This is an optimization exercise on Yosys and OpenROAD, whose aim is small area, not a production implementation.
Only simulation tests tie the RTL to the original design; equivalence was not proved.
Power and IR drop assume default switching activity.

$ cat flow/constraint.sdc
create_clock -name core_clock -period 7.0 [get_ports {clock}]
set_input_delay 1.4000 -clock core_clock [delete_from_list [all_inputs] [get_ports {clock}]]
set_output_delay 1.4000 -clock core_clock [all_outputs]
set_load 0.01 [all_outputs]
$ cat flow/run.sh
#!/bin/bash
# synth_recipe.tcl (not shown) runs the flow's synth.tcl, then flattens the netlist and writes it again
# the make line also repeats each setting of config.mk as NAME=value (left out here)
make -C /OpenROAD-flow-scripts/flow DESIGN_CONFIG=/design/flow/config.mk WORK_HOME=/design/flow/orfs CLKGATE_MAP_FILE= SYNTH_SCRIPT=/design/flow/synth_recipe.tcl finish
$ cat flow/design.v
package fcla_pkg;
   localparam int PoolChunks = 256;
   localparam int PoolUsed   = (PoolChunks > 256) ? 256 : ((PoolChunks < 1) ? 1 : PoolChunks);
   localparam int IdxWidth   = 8;
   localparam int LinkWidth  = 9;
   localparam logic [LinkWidth-1:0] LinkNone = 9'd256;
   localparam logic [LinkWidth-1:0] PoolUsedCode = LinkWidth'(PoolUsed);
   localparam int ChunkWidth  = 13;
   localparam int OffsetWidth = 20;
   localparam logic [ChunkWidth-1:0] ChunkReset = 13'd8;
   localparam logic [ChunkWidth-1:0] ChunkMin   = 13'd8;
   localparam logic [ChunkWidth-1:0] ChunkMax   = 13'd4096;
   localparam int CsrAddrWidth = 3;
   localparam int CsrDataWidth = 32;
   localparam logic RegChunkBytes = 1'b0;
   typedef enum logic {
      OpAlloc   = 1'b0,
      OpRelease = 1'b1
   } op_type;
   typedef struct packed {
      logic                 wr_en;
      logic [IdxWidth-1:0]  wr_addr;
      logic [LinkWidth-1:0] wr_data;
      logic                 rd_en;
      logic [IdxWidth-1:0]  rd_addr;
   } link_req_type;
   function automatic logic [LinkWidth-1:0] reset_link(input logic [IdxWidth-1:0] a);
      logic [LinkWidth:0] nx;
      nx = {2'b00, a} + 10'd1;
      if (nx < {1'b0, PoolUsedCode}) begin
         reset_link = nx[LinkWidth-1:0];
      end else begin
         reset_link = LinkNone;
      end
   endfunction
endpackage
module fcla_csr (
   input  logic                               clock,
   input  logic                               reset,
   input  logic                               psel,
   input  logic                               penable,
   input  logic                               pwrite,
   input  logic [fcla_pkg::CsrAddrWidth-1:0]  paddr,
   input  logic [fcla_pkg::CsrDataWidth-1:0]  pwdata,
   output logic [fcla_pkg::CsrDataWidth-1:0]  prdata,
   output logic                               pready,
   output logic [fcla_pkg::ChunkWidth-1:0]    chunk_eff
);
   logic [fcla_pkg::ChunkWidth-1:0] chunk_ff;
   logic [fcla_pkg::ChunkWidth-1:0] chunk_in;
   logic                  wr_hit;
   assign pready = 1'b1;
   assign wr_hit   = psel && penable && pwrite && pready && (paddr[2] == fcla_pkg::RegChunkBytes);
   assign chunk_in = wr_hit ? pwdata[fcla_pkg::ChunkWidth-1:0] : chunk_ff;
   always_ff @(posedge clock) begin
      if (reset) begin
         chunk_ff <= fcla_pkg::ChunkReset;
      end else begin
         chunk_ff <= chunk_in;
      end
   end
   assign prdata = (paddr[2] == fcla_pkg::RegChunkBytes) ?
                   {{(fcla_pkg::CsrDataWidth-fcla_pkg::ChunkWidth){1'b0}}, chunk_ff} : '0;
   always_comb begin
      if (chunk_ff < fcla_pkg::ChunkMin) begin
         chunk_eff = fcla_pkg::ChunkMin;
      end else if (chunk_ff > fcla_pkg::ChunkMax) begin
         chunk_eff = fcla_pkg::ChunkMax;
      end else begin
         chunk_eff = chunk_ff;
      end
   end
endmodule
module fcla_link_store (
   input  logic                             clock,
   input  logic                             reset,
   input  fcla_pkg::link_req_type           req,
   output logic [fcla_pkg::LinkWidth-1:0]   rd_data
);
   localparam int Depth = 1 << fcla_pkg::IdxWidth;
   logic [fcla_pkg::LinkWidth-1:0] mem [Depth];
   logic [Depth-1:0]     valid_ff;
   logic [fcla_pkg::LinkWidth-1:0] rd_ff;
   always_ff @(posedge clock) begin
      if (req.wr_en) begin
         mem[req.wr_addr] <= req.wr_data;
      end
   end
   always_ff @(posedge clock) begin
      if (reset) begin
         valid_ff <= '0;
      end else if (req.wr_en) begin
         valid_ff[req.wr_addr] <= 1'b1;
      end
   end
   always_ff @(posedge clock) begin
      if (req.rd_en) begin
         rd_ff <= valid_ff[req.rd_addr] ? mem[req.rd_addr] : fcla_pkg::reset_link(req.rd_addr);
      end
   end
   assign rd_data = rd_ff;
endmodule
module free_list_chunk_allocator (
   input  logic                                clock,
   input  logic                                reset,
   input  logic                                start,
   output logic                                busy,
   input  logic                                req_op,
   input  logic [fcla_pkg::IdxWidth-1:0]       req_chunk_index,
   output logic                                rsp_strobe,
   output logic                                rsp_granted,
   output logic [fcla_pkg::IdxWidth-1:0]       rsp_given_index,
   output logic [fcla_pkg::OffsetWidth-1:0]    rsp_byte_offset,
   input  logic                                psel,
   input  logic                                penable,
   input  logic                                pwrite,
   input  logic [fcla_pkg::CsrAddrWidth-1:0]   paddr,
   input  logic [fcla_pkg::CsrDataWidth-1:0]   pwdata,
   output logic [fcla_pkg::CsrDataWidth-1:0]   prdata,
   output logic                                pready
);
   logic [fcla_pkg::ChunkWidth-1:0]           chunk_eff;
   fcla_pkg::link_req_type                    link_req;
   logic [fcla_pkg::LinkWidth-1:0]            rd_data;
   logic [fcla_pkg::LinkWidth-1:0]            head_ff, head_in;
   logic [fcla_pkg::LinkWidth-1:0]            hnext_ff, hnext_in;
   logic                            sel_rd_ff, sel_rd_in;
   logic [fcla_pkg::LinkWidth-1:0]            hnext_eff;
   logic                            accept, do_alloc, do_rel;
   logic [fcla_pkg::IdxWidth+fcla_pkg::ChunkWidth-1:0]  product;
   logic                            strobe_ff, strobe_in;
   logic                            granted_ff, granted_in;
   logic [fcla_pkg::IdxWidth-1:0]             index_ff, index_in;
   logic [fcla_pkg::OffsetWidth-1:0]          offset_ff, offset_in;
   fcla_csr u_csr (
      .clock     (clock),
      .reset     (reset),
      .psel      (psel),
      .penable   (penable),
      .pwrite    (pwrite),
      .paddr     (paddr),
      .pwdata    (pwdata),
      .prdata    (prdata),
      .pready    (pready),
      .chunk_eff (chunk_eff)
   );
   fcla_link_store u_links (
      .clock   (clock),
      .reset   (reset),
      .req     (link_req),
      .rd_data (rd_data)
   );
   assign busy = 1'b0;
   assign accept   = start && !busy;
   assign do_alloc = accept && (req_op == fcla_pkg::OpAlloc) && (head_ff < fcla_pkg::PoolUsedCode);
   assign do_rel   = accept && (req_op == fcla_pkg::OpRelease) &&
                     ({1'b0, req_chunk_index} < fcla_pkg::PoolUsedCode);
   assign hnext_eff = sel_rd_ff ? rd_data : hnext_ff;
   always_comb begin
      head_in   = head_ff;
      hnext_in  = hnext_ff;
      sel_rd_in = sel_rd_ff;
      if (do_alloc) begin
         head_in   = hnext_eff;
         sel_rd_in = 1'b1;
      end else if (do_rel) begin
         head_in   = {1'b0, req_chunk_index};
         hnext_in  = head_ff;
         sel_rd_in = 1'b0;
      end
   end
   always_comb begin
      link_req.wr_en   = do_rel;
      link_req.wr_addr = req_chunk_index;
      link_req.wr_data = head_ff;
      link_req.rd_en   = do_alloc;
      link_req.rd_addr = hnext_eff[fcla_pkg::IdxWidth-1:0];
   end
   assign product    = head_ff[fcla_pkg::IdxWidth-1:0] * chunk_eff;
   assign strobe_in  = accept;
   assign granted_in = do_alloc || do_rel;
   assign index_in   = do_alloc ? head_ff[fcla_pkg::IdxWidth-1:0] : '0;
   assign offset_in  = do_alloc ? product[fcla_pkg::OffsetWidth-1:0] : '0;
   always_ff @(posedge clock) begin
      if (reset) begin
         head_ff    <= '0;
         hnext_ff   <= fcla_pkg::reset_link('0);
         sel_rd_ff  <= 1'b0;
         strobe_ff  <= 1'b0;
      end else begin
         head_ff    <= head_in;
         hnext_ff   <= hnext_in;
         sel_rd_ff  <= sel_rd_in;
         strobe_ff  <= strobe_in;
      end
   end
   always_ff @(posedge clock) begin
      granted_ff <= granted_in;
      index_ff   <= index_in;
      offset_ff  <= offset_in;
   end
   assign rsp_strobe      = strobe_ff;
   assign rsp_granted     = granted_ff;
   assign rsp_given_index = index_ff;
   assign rsp_byte_offset = offset_ff;
endmodule
$ cat flow/config.mk
export PLATFORM = sky130hd
export DESIGN_NAME = free_list_chunk_allocator
export DESIGN_NICKNAME = free_list_chunk_allocator
export VERILOG_FILES = /design/flow/design.v
export SDC_FILE = /design/flow/constraint.sdc
export NUM_CORES = 4
export LEC_CHECK = 0
export CAP_MARGIN = 20
export CORE_MARGIN = 2
export CORE_UTILIZATION = 40
export SLEW_MARGIN = 20
==> notes.md <==
## placed cells by master, fill, tap and decap left out, types with 51 or more instances in the layout
cell	Yosys	layout
clkbuf_16	0	281
and2_1	71	70
clkdlybuf4s50_1	0	70
clkbuf_1	265	56
nand2_1	1753	1751
dfxtp_1	318	308
o21ai_0	107	107
buf_4	65	168
mux4_2	130	130
clkinv_1	3	57
fa_1	65	65
a31oi_1	63	63
nor2_1	649	632
nand3_1	762	758
mux2i_1	172	166
a22oi_1	51	51
a21oi_1	585	585
and3_1	85	85
inv_1	96	96
edfxtp_1	2313	2313
## kinds of logic after synthesis
kind of cell / after synthesis / share of synthesized area [%]
AND/OR/NAND/NOR: 3458 / 13.6
flip-flops: 2631 / 69.9
AO/OA/AOI/OAI: 1236 / 7.23
buffers and inverters: 708 / 2.96
multiplexers: 317 / 4.46
adder cells (fa/ha/maj): 110 / 1.72
XOR/XNOR: 25 / 0.202
other: 2 / 0.00692
## state kept, by name, summed over array words and instances, names as in the netlist, 8 cells and up
name / count
hnext_ff: 9
offset_ff: 20
u_csr.chunk_ff: 13
u_links.rd_ff: 9
u_links.valid_ff: 256
index_ff: 8
u_links.mem: 2304
head_ff: 9
## worst min-delay path: stages, from the launching register on
cell	delay (ns)
dfxtp_1	0.31
nand2_1	0.05
a21oi_1	0.05
## synth_stat cells (17+ instances only)
cell | instances | area share [%]
a2111oi_0 | 41 | 0.33
a211oi_1 | 47 | 0.33
a21oi_1 | 585 | 2.7
a221oi_1 | 20 | 0.16
a22oi_1 | 51 | 0.35
a2bb2oi_1 | 20 | 0.16
a311oi_1 | 39 | 0.31
a31oi_1 | 63 | 0.36
a32o_1 | 17 | 0.16
a32oi_1 | 27 | 0.22
and2_1 | 71 | 0.41
and3_1 | 85 | 0.49
buf_1 | 56 | 0.19
buf_2 | 214 | 0.99
buf_4 | 65 | 0.45
clkbuf_1 | 265 | 0.92
dfxtp_1 | 318 | 5.9
edfxtp_1 | 2313 | 64
fa_1 | 65 | 1.2
ha_1 | 45 | 0.52
inv_1 | 96 | 0.33
mux2i_1 | 172 | 1.6
mux4_2 | 130 | 2.7
nand2_1 | 1753 | 6.1
nand3_1 | 762 | 3.5
nand4b_1 | 20 | 0.16
nor2_1 | 649 | 2.2
nor2b_1 | 31 | 0.18
nor3_1 | 28 | 0.13
nor4_1 | 19 | 0.11
o2111ai_1 | 29 | 0.23
o211ai_1 | 32 | 0.22
o21ai_0 | 107 | 0.49
o22ai_1 | 22 | 0.13
o311ai_0 | 17 | 0.14
xnor2_1 | 17 | 0.14
## where the power goes
| part | internal, mW | leakage (nW) | switching, mW |
|---|---|---|---|
| combinational | 0.768 | 14.2 | 2.04 |
| sequential | 17.1 | 22.6 | 0.0772 |
| clock | 7.75 | 4.04 | 6.11 |
## layout make-up
type | count | area (um2)
fill | 23800 | 149000
sequential | 2631 | 75900
multi-input combinational | 5167 | 29900
clock buffer | 342 | 7300
tap | 3570 | 4470
timing repair buffer | 270 | 2590
clock inverter | 126 | 958
inverter | 102 | 407
antenna | 6 | 15.0
## final timing paths
path | from | end | slack, ns | depth (start not counted)
worst max-delay path | u_csr.chunk_ff[6] | offset_ff[18] | 1.02 | 20
worst min-delay path | hnext_ff[8] | hnext_ff[8] | 0.46 | 2
worst max register to register | u_csr.chunk_ff[6] | offset_ff[18] | 1.02 | 20
worst min register to register | hnext_ff[8] | hnext_ff[8] | 0.46 | 2
## metal layers
metal	global-route usage [%]	vias up	part of all wire (%)
met4	10.2	16	4.6
met2	37.3	3950	45
li1	-	31000	-
met5	0	-	0.036
met1	32.2	36300	40
met3	5.23	723	10
## metrics by stage
stage               hold WS, ns  util [%]  std cells  total power [mW]  worst slack [ns]
floorplan                 0.429         -       8506              19.1              1.04
global placement          0.441      41.9      11700              20.2              1.02
detailed placement        0.447      41.9      11700              20.2              1.03
CTS                       0.455      44.9      12200              33.9              1.04
global route              0.475      44.9      12200              34.7             0.647
finish                    0.459      44.9      12200              33.8              1.02
==> out/metrics.csv <==
stage;metric;value;unit
final_layout;fin_area;121000;um2
clock_network;cts_tree;built;
worst_setup_path;critPathSlowestCell;nor2b_1;
place;dp_hpwl;197;mm
routing;wl;339;mm
synth;synth-edff-count;2313;
synth;netlist_instances;8487;
final_layout;syn_to_final_growth;11.9;%
synth;async_flop_share;0;%
outcome;status;finished clean;
run;cap_viol_max_count;0;
synth;synth.yosys.seq_area_share;69.9;%
timing;finalHoldViolations;0;
pwr;p_leak;40.8;nW
clock_network;postCtsSetupRepairBufs;0;
clock_network;numCtsBuffers;274;
timing;report.final.slew_viol_count;0;
global_routing;antenna_found_initial;13;
worst_setup_path;worstPathRequired;7.75;ns
min_path;hp-class;flip-flop to flip-flop;
timing;max_slew_margin;13.7;%
routing;first_pass_iters;6;
timing;setup_violations;0;
worst_setup_path;cp_max_fo;8;
worst_setup_path;end_kind;flip-flop;
worst_setup_path;path_common_cell;fa_1;
clock_network;clock_latency;0.87;ns
die;core_area;270000;um2
timing;fin_crit_sh;85.4;%
final_layout;layout-drive-gt1-share;8.87;%
timing;skew;0.0413;ns
die;num_rows;191;
global_routing;grt_first_pass_wirelength;486;mm
routing;drcViolationCount;0;
global_routing;grt_pass1_vias;68400;
clock_network;clkSinkCount;2631;
worst_setup_path;cp.arrival;6.72;ns
clock_network;clk_pin_slew;0.06;ns
worst_setup_path;crit_type;flip-flop to flip-flop;
die;die-area;275000;um2
synth;synth_area;109000;um2
timing;setup_tns;0;ns
worst_setup_path;crit_family;adder cells;
synth;yosysWarnings;3;
clock_network;ctsRootBufferMaster;clkbuf_16;
clock_network;ctsHoldBuffers;0;
final_layout;final_nets;8606;
routing;ant_nets;0;
routing;via_per_inst;5.89;
timing;rsz0062_at_grt;no;
global_routing;overflow;0;
routing;wl_per_cell;27.8;um
worst_setup_path;worstSetupStartpointType;flip-flop;
die;ios;114;
global_routing;grt_max_degree;215;
synth;syn_avg_cell_area;12.8;um2
place;placed_area;113000;um2
place;portBuffers;71;
place;place.gp.congestion;0.887;
worst_setup_path;crit_path_cell_trace;nor4_1 -> nand3_1 -> o41a_1 -> nor2b_1 -> nand2_1 -> fa_1 -> inv_1 -> fa_1 -> fa_1 -> inv_1 -> fa_1 -> inv_1 -> ha_1 -> and3_1 -> a21oi_1 -> a31oi_1 -> a31oi_1 -> o21ai_0 -> xnor2_1 -> nor2_1;
clock_network;cts_max_path_buffers;4;
die;start_util;40.2;%
timing;tightestPinTransition;1.26;ns
clock_network;cts_htree_levels;5;
worst_setup_path;max_stage_delay;0.60;ns
synth;ys_ff_latch;2631;
routing;drtIter0Drc;9804;
clock_network;ctsResizeCount;0;
synth;synthFlopType;edfxtp_1;
pwr;cellPowerDensity;278;nW/um2
pwr;irDropWorstVdd;0.190;mV
die;fp.dieH;525;um
synth;synth.distinct_cells;80;
worst_setup_path;critPathBufInv;3;
global_routing;grt_usage;23.9;%
routing;vias;72000;
die;die_x;525;um
timing;period_minus_slack;5.98;ns
timing;clock.fmax;167;MHz

[afterwards: timing with drivers on the ports]
In the flow no input, the clock included, has a driving cell. The finished layout below was timed again as built, in two steps. Step 1 (the two cells are an assumption about what drives the block):
set clk [get_ports {clock}]
set_driving_cell -lib_cell sky130_fd_sc_hd__clkbuf_16 $clk
set_driving_cell -lib_cell sky130_fd_sc_hd__buf_2 [delete_from_list [all_inputs] $clk]
Step 2 adds t to the input delays and takes it off the output delays; t is the mean of the earliest and latest rising clock arrival at the registers after step 1. Input paths then give back, and output paths get back, about the clock's delay inside the block. Three values: ideal, step 1, step 2; two values: the first two.
t (ns): 0.952
setup WS [ns]: 1.022 / 1.022 / 1.022
worst setup path after step 2: register to register
worst register clock-pin slew, ns: 0.07 / 0.07
worst data-port slew with drivers (ns): 0.20
After both steps setup and hold are still met in this run. The setup slack of this run moves by 0.000 ns with the drivers and by 0.000 ns with both steps.
